This design comes from an exercise in tuning for small area, a short achievable clock period and few clock cycles on the open sky130 flow, not from production work.
No activity file was given, so power comes from the tool's default toggle rates.

// xyolo_lanes
module xyolo_lanes
#(
  parameter int DATA_W   = xyolo_lanes_pkg::c_DATA_W,
  parameter int N_LANES  = xyolo_lanes_pkg::c_N_LANES,
  parameter int SHIFT_W  = xyolo_lanes_pkg::c_SHIFT_W,
  parameter int CNT_W    = xyolo_lanes_pkg::c_CNT_W,
  parameter int LEAKY_SH = xyolo_lanes_pkg::c_LEAKY_SH
) (
  input  logic                      clk,
  input  logic                      rst,
  input  logic                      start,
  input  logic [CNT_W-1:0]          cfg_n_acc,
  input  logic [CNT_W-1:0]          cfg_n_out,
  input  logic [2:0]                cfg_mp_win,
  input  logic                      cfg_bias,
  input  logic                      cfg_leaky,
  input  logic                      cfg_maxpool,
  input  logic                      cfg_bypass,
  input  logic [SHIFT_W-1:0]        cfg_shift,
  input  logic                      in_valid,
  output logic                      in_ready,
  input  logic [N_LANES*DATA_W-1:0] in_pixel,
  input  logic [N_LANES*DATA_W-1:0] in_weight,
  input  logic [N_LANES*DATA_W-1:0] in_bias,
  output logic                      out_valid,
  input  logic                      out_ready,
  output logic [N_LANES*DATA_W-1:0] out_data,
  output logic                      busy,
  output logic                      done
);
clock: 10.0 ns
lec_check: 0
abc_area: 1
cap_margin: 20
core_margin: 2
core_utilization: 40
slew_margin: 20
synth_hierarchical: 1
standard.sh (not shown) runs the stock make flow with config.mk's settings and CLKGATE_MAP_FILE= SYNTH_SCRIPT=/design/flow/synth_recipe.tcl, a recipe that flattens the netlist after the stock synthesis.
==> flow/flow/run.sh <==
#!/bin/bash
# Standard synthesis unchanged, then the standard layout steps with the
# timing repair asked to leave extra setup margin (so that it sizes the
# critical paths for a period well below the 10 ns constraint) and with
# plain buffers, rather than delay cells, on the ports.
set -euo pipefail
MARGIN=$(cat flow/margin.txt)
bash standard.sh synth > synth.log 2>&1
bash standard.sh SETUP_SLACK_MARGIN=$MARGIN \
  BUFFER_PORTS_ARGS="-buffer_cell sky130_fd_sc_hd__buf_2" finish > layout.log 2>&1
==> flow/flow/margin.txt <==
6.5
==> next run, changes <==
--- a/flow/design.v
+++ b/flow/design.v
@@ -20,14 +20,15 @@
 #(
   parameter int DATA_W   = xyolo_lanes_pkg::c_DATA_W,
   parameter int SHIFT_W  = xyolo_lanes_pkg::c_SHIFT_W,
   parameter int CNT_W    = xyolo_lanes_pkg::c_CNT_W,
   parameter int LEAKY_SH = xyolo_lanes_pkg::c_LEAKY_SH
 ) (
   input  logic               clk,
+  input  logic               rst,
   input  logic               beat_en,     
   input  logic               bypass,      
   input  logic               bias_en,     
   input  logic [DATA_W-1:0]  pixel,
   input  logic [DATA_W-1:0]  weight,
   input  logic [DATA_W-1:0]  bias,
   input  logic               sh_load,     
@@ -690,16 +691,19 @@
   end
   logic        w_fit, w_sgn;
   logic [15:0] w_sat, w_v, r_pool;
   assign w_fit = !r_big && ((r_y18[17:15] == 3'b000) || (r_y18[17:15] == 3'b111));
   assign w_sgn = r_big ? r_bsg : r_y18[17];
   assign w_sat = w_fit ? r_y18[15:0] : {w_sgn, {15{~w_sgn}}};
   assign w_v   = (cfg_leaky && w_sat[15]) ? {{LEAKY_SH{1'b1}}, w_sat[15:LEAKY_SH]} : w_sat;
+  logic        w_gt;
+  assign w_gt  = {~w_v[15], w_v[14:0]} > {~r_pool[15], r_pool[14:0]};
   always_ff @(posedge clk) begin
-    if (pool_en && (pool_first || ($signed(w_v) > $signed(r_pool)))) r_pool <= w_v;
+    if (rst) r_pool <= '0;
+    else if (pool_en && (pool_first || w_gt)) r_pool <= w_v;
   end
   assign result = r_pool;
 endmodule
 module xyolo_fa (input  logic a, b, c, output logic s, co);
   assign s  = a ^ b ^ c;
   assign co = (a & b) | (c & (a ^ b));
 endmodule
@@ -855,14 +859,15 @@
     xyolo_lane #(
       .DATA_W   (DATA_W),
       .SHIFT_W  (SHIFT_W),
       .CNT_W    (CNT_W),
       .LEAKY_SH (LEAKY_SH)
     ) u_lane (
       .clk        (clk),
+      .rst        (rst),
       .beat_en    (w_acc),
       .bypass     (r_bypass),
       .bias_en    (r_bias_en),
       .pixel      (in_pixel[g*DATA_W +: DATA_W]),
       .weight     (in_weight[g*DATA_W +: DATA_W]),
       .bias       (in_bias[g*DATA_W +: DATA_W]),
       .sh_load    (w_st),
Clock-buffer cell count increases by 4.
Sequential power shrinks slightly.
Cell count goes up by a few percent.
Cell area came out higher by a few percent.
Critical path depth climbs by 10.
Total power climbs by a few percent.
Clock skew is about the same.
Global-route usage is higher by 0.19 points.
Hold slack gets worse by 0.011 ns.
No functional check of the RTL was part of any run of this note.


main:
xyolo_lanes, a different RTL version from the one above (not shown whole).
For scale: ~7400 cells after synthesis, about 300 I/O pins.
==> flow/design.v (excerpt) <==
module xyolo_lanes
#(
  parameter int DATA_W   = xyolo_lanes_pkg::c_DATA_W,
  parameter int N_LANES  = xyolo_lanes_pkg::c_N_LANES,
  parameter int SHIFT_W  = xyolo_lanes_pkg::c_SHIFT_W,
  parameter int CNT_W    = xyolo_lanes_pkg::c_CNT_W,
  parameter int LEAKY_SH = xyolo_lanes_pkg::c_LEAKY_SH
) (
  input  logic                      clk,
  input  logic                      rst,
  input  logic                      start,
  input  logic [CNT_W-1:0]          cfg_n_acc,
  input  logic [CNT_W-1:0]          cfg_n_out,
  input  logic [2:0]                cfg_mp_win,
  input  logic                      cfg_bias,
  input  logic                      cfg_leaky,
  input  logic                      cfg_maxpool,
  input  logic                      cfg_bypass,
  input  logic [SHIFT_W-1:0]        cfg_shift,
  input  logic                      in_valid,
  output logic                      in_ready,
  input  logic [N_LANES*DATA_W-1:0] in_pixel,
  input  logic [N_LANES*DATA_W-1:0] in_weight,
  input  logic [N_LANES*DATA_W-1:0] in_bias,
  output logic                      out_valid,
  input  logic                      out_ready,
  output logic [N_LANES*DATA_W-1:0] out_data,
  output logic                      busy,
  output logic                      done
);
Settings: LEC_CHECK=0, ABC_AREA=1, CAP_MARGIN=20, CORE_MARGIN=2, CORE_UTILIZATION=60, CTS_CLUSTER_DIAMETER=120, CTS_CLUSTER_SIZE=24, PLACE_DENSITY=0.7, SLEW_MARGIN=20, SYNTH_HIERARCHICAL=1; clock period 10.0 ns.
Scripts as last shown in full above: flow/flow/run.sh, flow/flow/margin.txt
main ended with every stage complete and zero timing, DRC or antenna violations.
The inputs of the feature branch differ from those of main as listed below.
diff --git a/flow/design.v b/flow/design.v
--- a/flow/design.v
+++ b/flow/design.v
@@ -32,24 +32,24 @@
   input  logic [DATA_W-1:0]  bias,
   input  logic [SHIFT_W-1:0] cfg_shift,   
   input  logic               cfg_leaky,
   input  logic [25:0]        fit_mask,    
   input  logic               ld_beat,     
   input  logic               pool_en,     
   input  logic               pool_first,  
   output logic [DATA_W-1:0]  result
 );
   logic [SHIFT_W-1:0] r_sh;
   logic               r_ld0, r_ld1;
+  assign r_sh = cfg_shift;
   always_ff @(posedge clk) begin
-    r_sh  <= cfg_shift;
     r_ld0 <= ld_beat;
     r_ld1 <= r_ld0;
   end
   logic [15:0] r_x, r_y, r_b;
   always_ff @(posedge clk) begin
     r_x <= pixel;
     r_y <= beat_en ? (bypass ? 16'd1 : weight) : 16'd0;
     if (ld_beat) r_b <= bias_en ? bias : 16'd0;
   end
   logic [16:0] w_xe;
   logic [7:0]  w_one, w_two, w_neg;
--- outcome ---
- Going from main to the feature branch, peak clock frequency supported by timing dropped about 5.4%, portion of the clock cycle consumed by the worst path in the final layout went up 2.0 points, post-synthesis register bit count lost 20, worst setup slack decreased 0.20 ns.
- Any difference in multi-input combinational cell count between the feature branch and main is small enough to ignore.
- In the metrics for the feature branch and main, the one carrying the higher post-synthesis to final-layout area growth is the feature branch.
- Actual transition at the worst max-transition pin up 0.058 ns in the feature branch wrt main
No functional check of the RTL was part of any run of this note.

-- what the ideal ports hide --
No port has a modelled driver above. Below, the same layouts with a new extraction and two added sets of constraints. Step 1 assumes that a clkbuf_16 drives the clock port and a buf_2 every other input. Step 2 times the ports against the registers' clock, not the clock port: input delays grow and output delays shrink by t, the midpoint of the rising clock arrivals with the driver on. a / b / c = ideal ports / drivers / drivers and shift; a / b = the first two.
run	t, ns	setup slack, ns	worst setup path after step 2	latest minus earliest clock arrival (ns)
the first run of note 1	0.841	6.479 / 6.392 / 6.301	input to register	0.041 / 0.041
the second run of note 1	0.818	6.542 / 6.500 / 6.183	input to register	0.040 / 0.040
main	0.742	6.497 / 6.497 / 6.176	input to register	0.053 / 0.052
the feature branch	0.736	6.295 / 6.295 / 5.945	input to register	0.037 / 0.037
After both steps setup and hold are still met in every run listed. The setup slack of the second run of note 1, which loses most, moves by -0.042 ns with the drivers and by -0.359 ns with both steps.
